Context: an optimization exercise on an open-source flow, tuned for small area. The choices shown serve that exercise and are no tape-out recipe. Where RTL was checked, it was by simulation tests only, not by an equivalence proof against the original. No activity file was given, so power comes from the tool's default toggle rates.

// frameCam
module frameCam (
	input logic bls0we,
	input logic resadd,
	input logic cs,
	input logic wr,
	input logic oe,
	input frameCamPkg::regAddrT adresBus,
	input frameCamPkg::busByteT dataIn,
	input frameCamPkg::adcWordT adcData,
	input logic foto,
	input logic ready,
	output frameCamPkg::busByteT dataOut,
	output logic dataOe,
	output logic mclock,
	output logic mfsync,
	output logic mlsync,
	output logic adcClock
);
Size: roughly 1500 cells after synthesis, ~490 flip-flops, ~47 I/O pins, ~21000 µm² of cells after synthesis.
==> flow/config.mk <==
export PLATFORM = sky130hd
export DESIGN_NAME = frameCam
export DESIGN_NICKNAME = frameCam
export VERILOG_FILES = /design/flow/design.v
export SDC_FILE = /design/flow/constraint.sdc
export NUM_CORES = 4
export LEC_CHECK = 0
export CAP_MARGIN = 20
export CORE_MARGIN = 2
export CORE_UTILIZATION = 40
export SLEW_MARGIN = 20
==> flow/constraint.sdc <==
create_clock -name core_clock -period 10.0 [get_ports {bls0we}]
set_input_delay 2.0000 -clock core_clock [delete_from_list [all_inputs] [get_ports {bls0we}]]
set_output_delay 2.0000 -clock core_clock [all_outputs]
set_load 0.01 [all_outputs]
run.sh (not shown) runs the stock make flow with config.mk's settings and CLKGATE_MAP_FILE= SYNTH_SCRIPT=/design/flow/synth_recipe.tcl, a recipe that flattens the netlist after the stock synthesis.
The starting point went through all stages and came out clean.
Edit:
Settings changed: ABC_AREA set to 1, CORE_UTILIZATION 40 to 60, CTS_BUF_LIST set to sky130_fd_sc_hd__clkbuf_8, CTS_CLUSTER_DIAMETER set to 60, CTS_CLUSTER_SIZE set to 20.
What happened: The changed run finished with timing, DRC and antenna clean; routed wire length goes up by 3.5%; core utilization goes up by 20 points; final area goes down by 4.2%; fmax goes up by 10%; total power goes down by 23%; register-to-register slack improves by 0.53 ns; clock skew goes up by 0.036 ns; area after synthesis is about the same; non-clock buffer count goes down by 3; global-route usage goes up by 11 points.

## job 101
frameCam, a different RTL version from the one above (not shown whole).
Size: about 1200 cells after synthesis, ~500 flip-flops, about 0.019 mm2 of cells after synthesis.
Settings: LEC_CHECK=0, CAP_MARGIN=20, CORE_MARGIN=2, CORE_UTILIZATION=70, CTS_BUF_LIST=sky130_fd_sc_hd__clkbuf_8, CTS_CLUSTER_DIAMETER=60, CTS_CLUSTER_SIZE=16, SLEW_MARGIN=20; clock period 10.0 ns.
standard.sh (not shown) runs the stock make flow with config.mk's settings and CLKGATE_MAP_FILE= SYNTH_SCRIPT=/design/flow/synth_recipe.tcl, a recipe that flattens the netlist after the stock synthesis.
==> flow/flow/run.sh <==
#!/bin/bash
# The standard layout, with two changes:
# - synthesis maps logic with an area-oriented ABC script (flow/synth_area.tcl);
# - the port buffers are made from the smallest buffer cell.
set -o pipefail
here=$(pwd)
export FLOW_SYNTH_TCL=$here/synth_recipe.tcl
export ABC_AREA_SCRIPT=$here/flow/abc_area.script
export BUFFER_PORTS_ARGS="-buffer_cell sky130_fd_sc_hd__buf_1"
bash standard.sh SYNTH_SCRIPT=$here/flow/synth_area.tcl finish 2>&1 | tee standard.log
==> flow/flow/abc_area.script <==
&get -n
&st
&syn2
&dch
&nf -R 1000
&put
strash
&get -n
&st
&dch
&nf -R 1000
&put
==> flow/flow/synth_area.tcl <==
# The standard synthesis script, with ABC's technology mapping aimed at area: the
# abc call's -script argument is replaced by flow/abc_area.script. Flip-flop
# mapping and every other step are unchanged.
proc abc {args} {
  set i [lsearch -exact $args -script]
  if {$i >= 0} { lset args [expr {$i + 1}] $::env(ABC_AREA_SCRIPT) }
  yosys abc {*}$args
}
source $::env(FLOW_SYNTH_TCL)
[inputs] job 102 vs job 101
==> flow/flow/run.sh <==
#!/bin/bash
# The standard layout, with the port buffers made from the smallest buffer cell.
set -o pipefail
export BUFFER_PORTS_ARGS="-buffer_cell sky130_fd_sc_hd__buf_1"
bash standard.sh 2>&1 | tee standard.log
removed: flow/flow/abc_area.script
removed: flow/flow/synth_area.tcl
Going from job 101 to job 102, total wire length barely changed, non-clock buffer count dropped 5. [job 102] shortest period the worst path allows rose 0.10 ns relative to job 101. Looking at share of total power in combinational logic, job 102 sits 4.5 points lower than job 101 does. Summary — ratio of final minimum period to clock period, job 102 relative to job 101: higher, by 1.0 points. Comparing job 102 with job 101, the sequential power came out essentially unchanged. NOTE: combinational group power in job 102 falls short of that of job 101. Number of tap instances (job 101 / job 102): 0.902. Peak clock frequency supported by timing, job 101 and job 102: lower on job 102.
Function was not checked in any run of this note: the RTL went through the layout flow alone.

Another version of the RTL of frameCam (not shown whole).
Size: about 1,100 cells after synthesis, roughly 500 flip-flops, about 19,000 um^2 of cells after synthesis.
==> flow/config.mk <==
export PLATFORM = sky130hd
export DESIGN_NAME = frameCam
export DESIGN_NICKNAME = frameCam
export VERILOG_FILES = /design/flow/design.v
export SDC_FILE = /design/flow/constraint.sdc
export NUM_CORES = 4
export LEC_CHECK = 0
export CAP_MARGIN = 20
export CORE_MARGIN = 2
export CORE_UTILIZATION = 70
export CTS_BUF_LIST = sky130_fd_sc_hd__clkbuf_8
export CTS_CLUSTER_DIAMETER = 60
export CTS_CLUSTER_SIZE = 16
export SLEW_MARGIN = 20
==> flow/constraint.sdc <==
create_clock -name core_clock -period 10.0 [get_ports {bls0we}]
set_input_delay 2.0000 -clock core_clock [delete_from_list [all_inputs] [get_ports {bls0we}]]
set_output_delay 2.0000 -clock core_clock [all_outputs]
set_load 0.01 [all_outputs]
==> flow/flow/run.sh <==
#!/bin/bash
# The standard layout, with three changes:
# - synthesis maps logic with an area-oriented ABC script (flow/synth_area.tcl);
# - the port buffers are made from the smallest buffer cell;
# - clock tree synthesis inserts no dummy loads.
set -o pipefail
here=$(pwd)
export FLOW_SYNTH_TCL=$here/synth_recipe.tcl
export ABC_AREA_SCRIPT=$here/flow/abc_area.script
export BUFFER_PORTS_ARGS="-buffer_cell sky130_fd_sc_hd__buf_1"
export CTS_ARGS="-sink_clustering_enable -repair_clock_nets -sink_clustering_size 16 -sink_clustering_max_diameter 60 -buf_list sky130_fd_sc_hd__clkbuf_8 -dont_use_dummy_load"
bash standard.sh SYNTH_SCRIPT=$here/flow/synth_area.tcl finish 2>&1 | tee standard.log
==> flow/flow/abc_area.script <==
&get -n
&st
&syn2
&dch
&nf -R 1000
&put
strash
&get -n
&st
&dch
&nf -R 1000
&put
==> flow/flow/synth_area.tcl <==
# The standard synthesis script, with ABC's technology mapping aimed at area: the
# abc call's -script argument is replaced by flow/abc_area.script. Flip-flop
# mapping and every other step are unchanged.
proc abc {args} {
  set i [lsearch -exact $args -script]
  if {$i >= 0} { lset args [expr {$i + 1}] $::env(ABC_AREA_SCRIPT) }
  yosys abc {*}$args
}
source $::env(FLOW_SYNTH_TCL)
The first run produced a clean layout.
Rerun with:
--- a/flow/flow/run.sh
+++ b/flow/flow/run.sh
@@ -9,4 +9,4 @@
 export ABC_AREA_SCRIPT=$here/flow/abc_area.script
 export BUFFER_PORTS_ARGS="-buffer_cell sky130_fd_sc_hd__buf_1"
-export CTS_ARGS="-sink_clustering_enable -repair_clock_nets -sink_clustering_size 16 -sink_clustering_max_diameter 60 -buf_list sky130_fd_sc_hd__clkbuf_8 -dont_use_dummy_load"
+export CTS_ARGS="-sink_clustering_enable -repair_clock_nets -sink_clustering_size 30 -sink_clustering_max_diameter 60 -buf_list sky130_fd_sc_hd__clkbuf_16 -dont_use_dummy_load"
 bash standard.sh SYNTH_SCRIPT=$here/flow/synth_area.tcl finish 2>&1 | tee standard.log
--- a/flow/config.mk
+++ b/flow/config.mk
@@ -9,6 +9,6 @@
 export CORE_MARGIN = 2
 export CORE_UTILIZATION = 70
-export CTS_BUF_LIST = sky130_fd_sc_hd__clkbuf_8
+export CTS_BUF_LIST = sky130_fd_sc_hd__clkbuf_16
 export CTS_CLUSTER_DIAMETER = 60
-export CTS_CLUSTER_SIZE = 16
+export CTS_CLUSTER_SIZE = 30
 export SLEW_MARGIN = 20
The changed run ran to the end with no violations.
Global-route usage went up by 0.38 points.
Combinational power rises slightly.
Register-to-register slack gets worse by 0.02 ns.

onyx:
Starting RTL as in the previous note.
Settings: LEC_CHECK=0, CAP_MARGIN=20, CORE_MARGIN=2, CORE_UTILIZATION=70, CTS_BUF_LIST=sky130_fd_sc_hd__clkbuf_8, CTS_CLUSTER_DIAMETER=60, CTS_CLUSTER_SIZE=20, SLEW_MARGIN=20; clock period 10.0 ns.
==> flow/flow/run.sh <==
#!/bin/bash
# The standard layout, with two changes:
# - synthesis maps logic with an area-oriented ABC script (flow/synth_area.tcl);
# - the port buffers are made from the smallest buffer cell.
set -o pipefail
here=$(pwd)
export FLOW_SYNTH_TCL=$here/synth_recipe.tcl
export ABC_AREA_SCRIPT=$here/flow/abc_area.script
export BUFFER_PORTS_ARGS="-buffer_cell sky130_fd_sc_hd__buf_1"
bash standard.sh SYNTH_SCRIPT=$here/flow/synth_area.tcl finish 2>&1 | tee standard.log
Scripts as last shown in full above: flow/flow/abc_area.script, flow/flow/synth_area.tcl
onyx | stages: all done | timing, DRC, antenna: all pass
Setup changes, onyx to lagoon
==> flow/flow/run.sh <==
#!/bin/bash
# The standard layout, with three changes:
# - synthesis maps logic with an area-oriented ABC script (flow/synth_area.tcl);
# - the port buffers are made from the smallest buffer cell;
# - clock tree synthesis inserts no dummy loads.
set -o pipefail
here=$(pwd)
export FLOW_SYNTH_TCL=$here/synth_recipe.tcl
export ABC_AREA_SCRIPT=$here/flow/abc_area.script
export BUFFER_PORTS_ARGS="-buffer_cell sky130_fd_sc_hd__buf_1"
export CTS_ARGS="-sink_clustering_enable -repair_clock_nets -sink_clustering_size 18 -sink_clustering_max_diameter 60 -buf_list sky130_fd_sc_hd__clkbuf_8 -dont_use_dummy_load"
bash standard.sh SYNTH_SCRIPT=$here/flow/synth_area.tcl finish 2>&1 | tee standard.log
diff --git a/flow/config.mk b/flow/config.mk
--- a/flow/config.mk
+++ b/flow/config.mk
@@ -11,4 +11,4 @@
 export CTS_BUF_LIST = sky130_fd_sc_hd__clkbuf_8
 export CTS_CLUSTER_DIAMETER = 60
-export CTS_CLUSTER_SIZE = 20
+export CTS_CLUSTER_SIZE = 18
 export SLEW_MARGIN = 20
## What came out
The final layout from lagoon, which completed every stage, passed the timing, DRC and antenna checks at the end of the flow.
Compared with onyx, lagoon shows a worst-skew pair later-pin latency that is 0.03 ns lower.
On power share of the combinational group, the lower figure sits with onyx, not lagoon.
Of lagoon and onyx, onyx shows the lower wire length on met3, with lagoon above it.
onyx → lagoon: final area lower, routed wire length down 0.58%.
Diff onyx..lagoon | worst path arrival time | negligible
Of lagoon and onyx, it is lagoon that has the lower global-route wire length before repair.
Modified inputs, fjord compared to lagoon
diff --git a/flow/config.mk b/flow/config.mk
--- a/flow/config.mk
+++ b/flow/config.mk
@@ -8,5 +8,5 @@
 export CAP_MARGIN = 20
 export CORE_MARGIN = 2
-export CORE_UTILIZATION = 70
+export CORE_UTILIZATION = 78
 export CTS_BUF_LIST = sky130_fd_sc_hd__clkbuf_8
 export CTS_CLUSTER_DIAMETER = 60
Per the comparison of fjord with lagoon, met2 wirelength from detailed routing climbed 1700 um, pre-CTS setup slack dropped 0.25 ns, minimum hold slack dropped 0.019 ns, routed wire length climbed about 6%, total power barely changed.
| wire length of the first global-routing pass | fjord vs lagoon | about 6% higher |
Compared with lagoon, fjord shows count of standard-cell rows lower by 4.
Re net count after synthesis: no difference whatsoever between fjord and lagoon.
Diff lagoon -> fjord | die area | decrease of 10%
Diff lagoon -> fjord | final cell count | down slightly
Taking lagoon as the reference point, the horizontal die dimension of fjord falls by about 5%.
For garnet, these inputs were changed with respect to fjord:
==> flow/flow/run.sh <==
#!/bin/bash
# The standard layout, with two changes:
# - synthesis maps logic with an area-oriented ABC script (flow/synth_area.tcl);
# - the port buffers are made from the smallest buffer cell.
set -o pipefail
here=$(pwd)
export FLOW_SYNTH_TCL=$here/synth_recipe.tcl
export ABC_AREA_SCRIPT=$here/flow/abc_area.script
export BUFFER_PORTS_ARGS="-buffer_cell sky130_fd_sc_hd__buf_1"
bash standard.sh SYNTH_SCRIPT=$here/flow/synth_area.tcl finish 2>&1 | tee standard.log
diff --git a/flow/config.mk b/flow/config.mk
--- a/flow/config.mk
+++ b/flow/config.mk
@@ -8,7 +8,7 @@
 export CAP_MARGIN = 20
 export CORE_MARGIN = 2
-export CORE_UTILIZATION = 78
-export CTS_BUF_LIST = sky130_fd_sc_hd__clkbuf_8
-export CTS_CLUSTER_DIAMETER = 60
-export CTS_CLUSTER_SIZE = 18
+export CORE_UTILIZATION = 70
+export CTS_BUF_LIST = sky130_fd_sc_hd__clkbuf_16
+export CTS_CLUSTER_DIAMETER = 40
+export CTS_CLUSTER_SIZE = 26
 export SLEW_MARGIN = 20
Findings:
[garnet] met1 track demand over resource in global routing fell 7.0 points relative to fjord. garnet finished all stages; the layout is clean. garnet: final period utilization is 2.5 points lower than what fjord reported. Relative to fjord, overall power has gone up in garnet. Taking fjord as the reference, in garnet non-clock buffer total of the final layout lower, die area higher, routed wire length lower, sequential share of layout area lower.
Here is what was changed in the inputs of tundra compared with garnet.
==> flow/flow/run.sh <==
#!/bin/bash
# The standard layout, with three changes:
# - synthesis maps logic with an area-oriented ABC script (flow/synth_area.tcl);
# - the port buffers are made from the smallest buffer cell;
# - clock tree synthesis inserts no dummy loads.
set -o pipefail
here=$(pwd)
export FLOW_SYNTH_TCL=$here/synth_recipe.tcl
export ABC_AREA_SCRIPT=$here/flow/abc_area.script
export BUFFER_PORTS_ARGS="-buffer_cell sky130_fd_sc_hd__buf_1"
export CTS_ARGS="-sink_clustering_enable -repair_clock_nets -sink_clustering_size 18 -sink_clustering_max_diameter 60 -buf_list sky130_fd_sc_hd__clkbuf_8 -dont_use_dummy_load"
bash standard.sh SYNTH_SCRIPT=$here/flow/synth_area.tcl finish 2>&1 | tee standard.log
diff --git a/flow/config.mk b/flow/config.mk
--- a/flow/config.mk
+++ b/flow/config.mk
@@ -8,7 +8,9 @@
 export CAP_MARGIN = 20
 export CORE_MARGIN = 2
-export CORE_UTILIZATION = 70
-export CTS_BUF_LIST = sky130_fd_sc_hd__clkbuf_16
-export CTS_CLUSTER_DIAMETER = 40
-export CTS_CLUSTER_SIZE = 26
+export CORE_UTILIZATION = 78
+export CTS_BUF_LIST = sky130_fd_sc_hd__clkbuf_8
+export CTS_CLUSTER_DIAMETER = 60
+export CTS_CLUSTER_SIZE = 18
+export GPL_ROUTABILITY_DRIVEN = 0
+export GPL_TIMING_DRIVEN = 0
 export SLEW_MARGIN = 20
Notes after the runs:
In tundra, the share of the cycle needed by the critical path after routing came out 4.9 points above the value in garnet. Core utilization, garnet and tundra, higher one = tundra. garnet → tundra: total power down 20%; post-route setup TNS closely matched the old numbers; global-route wire length before repair now sits higher; signal arrival time at the worst endpoint now sits higher. Delta (tundra minus garnet): post-detailed-route via-to-cell ratio now sits higher; number of antenna violations at the first check in global routing now sits higher; count of boundary I/O pins now sits at about the same level.
--- input diff tundra..indigo ---
==> flow/flow/run.sh <==
#!/bin/bash
# The standard layout, with two changes:
# - synthesis maps logic with an area-oriented ABC script (flow/synth_area.tcl);
# - the port buffers are made from the smallest buffer cell.
set -o pipefail
here=$(pwd)
export FLOW_SYNTH_TCL=$here/synth_recipe.tcl
export ABC_AREA_SCRIPT=$here/flow/abc_area.script
export BUFFER_PORTS_ARGS="-buffer_cell sky130_fd_sc_hd__buf_1"
bash standard.sh SYNTH_SCRIPT=$here/flow/synth_area.tcl finish 2>&1 | tee standard.log
diff --git a/flow/config.mk b/flow/config.mk
--- a/flow/config.mk
+++ b/flow/config.mk
@@ -8,9 +8,7 @@
 export CAP_MARGIN = 20
 export CORE_MARGIN = 2
-export CORE_UTILIZATION = 78
+export CORE_UTILIZATION = 70
 export CTS_BUF_LIST = sky130_fd_sc_hd__clkbuf_8
-export CTS_CLUSTER_DIAMETER = 60
+export CTS_CLUSTER_DIAMETER = 30
 export CTS_CLUSTER_SIZE = 18
-export GPL_ROUTABILITY_DRIVEN = 0
-export GPL_TIMING_DRIVEN = 0
 export SLEW_MARGIN = 20
[summary]
Compared indigo vs tundra, and multi-input combinational area share is down in indigo.
Changes observed in indigo relative to tundra: leakage power total now sits higher; total routing resource utilization after global routing decreased 2.8 points; number of well-tap cells placed grew by 22.
Of the two candidates, tundra has the worse clock skew and indigo the better one.
Post-layout instance count excluding filler cells: indigo and tundra compared, lower one is tundra
On indigo: wire length is 1.5% higher than what tundra gave.
Total power of indigo is higher than that of tundra.
Clock-buffer cell count: indigo vs tundra up 55
When indigo is measured against tundra, its via count of the first global-routing pass turns out 72 higher.

==> port drivers added, routing unchanged <==
In the flow no input, the clock included, has a driving cell. The finished layouts below were timed again as built, in two steps.
Step 1 (the two cells are an assumption about what drives the block):
set clk [get_ports {bls0we}]
set_driving_cell -lib_cell sky130_fd_sc_hd__clkbuf_16 $clk
set_driving_cell -lib_cell sky130_fd_sc_hd__buf_2 [delete_from_list [all_inputs] $clk]
Step 2 times the ports against the registers' clock, not the clock port: input delays grow and output delays shrink by t, the midpoint of the rising clock arrivals with the driver on.
a / b / c = no drivers / after step 1 / after step 2; a / b = the first two.
run	t (ns)	slack for setup (ns)	worst hold slack (ns)
the first run of note 1	0.636	2.176 / 2.152 / 2.152	0.357 / 0.357 / 0.357
the second run of note 1	0.672	2.906 / 2.884 / 2.884	0.356 / 0.356 / 0.356
job 101	0.605	1.009 / 1.032 / 0.427	0.357 / 0.357 / 0.357
job 102	0.609	0.905 / 0.933 / 0.324	0.368 / 0.368 / 0.368
the first run of note 3	0.603	1.549 / 1.576 / 0.973	0.365 / 0.365 / 0.365
the second run of note 3	0.573	1.552 / 1.586 / 1.013	0.359 / 0.359 / 0.359
onyx	0.617	1.568 / 1.597 / 0.980	0.362 / 0.362 / 0.362
lagoon	0.585	1.532 / 1.557 / 0.972	0.356 / 0.356 / 0.356
fjord	0.585	1.253 / 1.275 / 0.691	0.337 / 0.337 / 0.337
garnet	0.611	1.501 / 1.535 / 0.924	0.349 / 0.349 / 0.349
tundra	0.589	1.008 / 1.030 / 0.441	0.338 / 0.338 / 0.338
indigo	0.665	1.596 / 1.626 / 0.961	0.353 / 0.353 / 0.353
After both steps setup and hold are still met in every run listed. For indigo, which loses most, drivers alone change the setup slack by +0.030 ns; drivers and shift together by -0.635 ns.
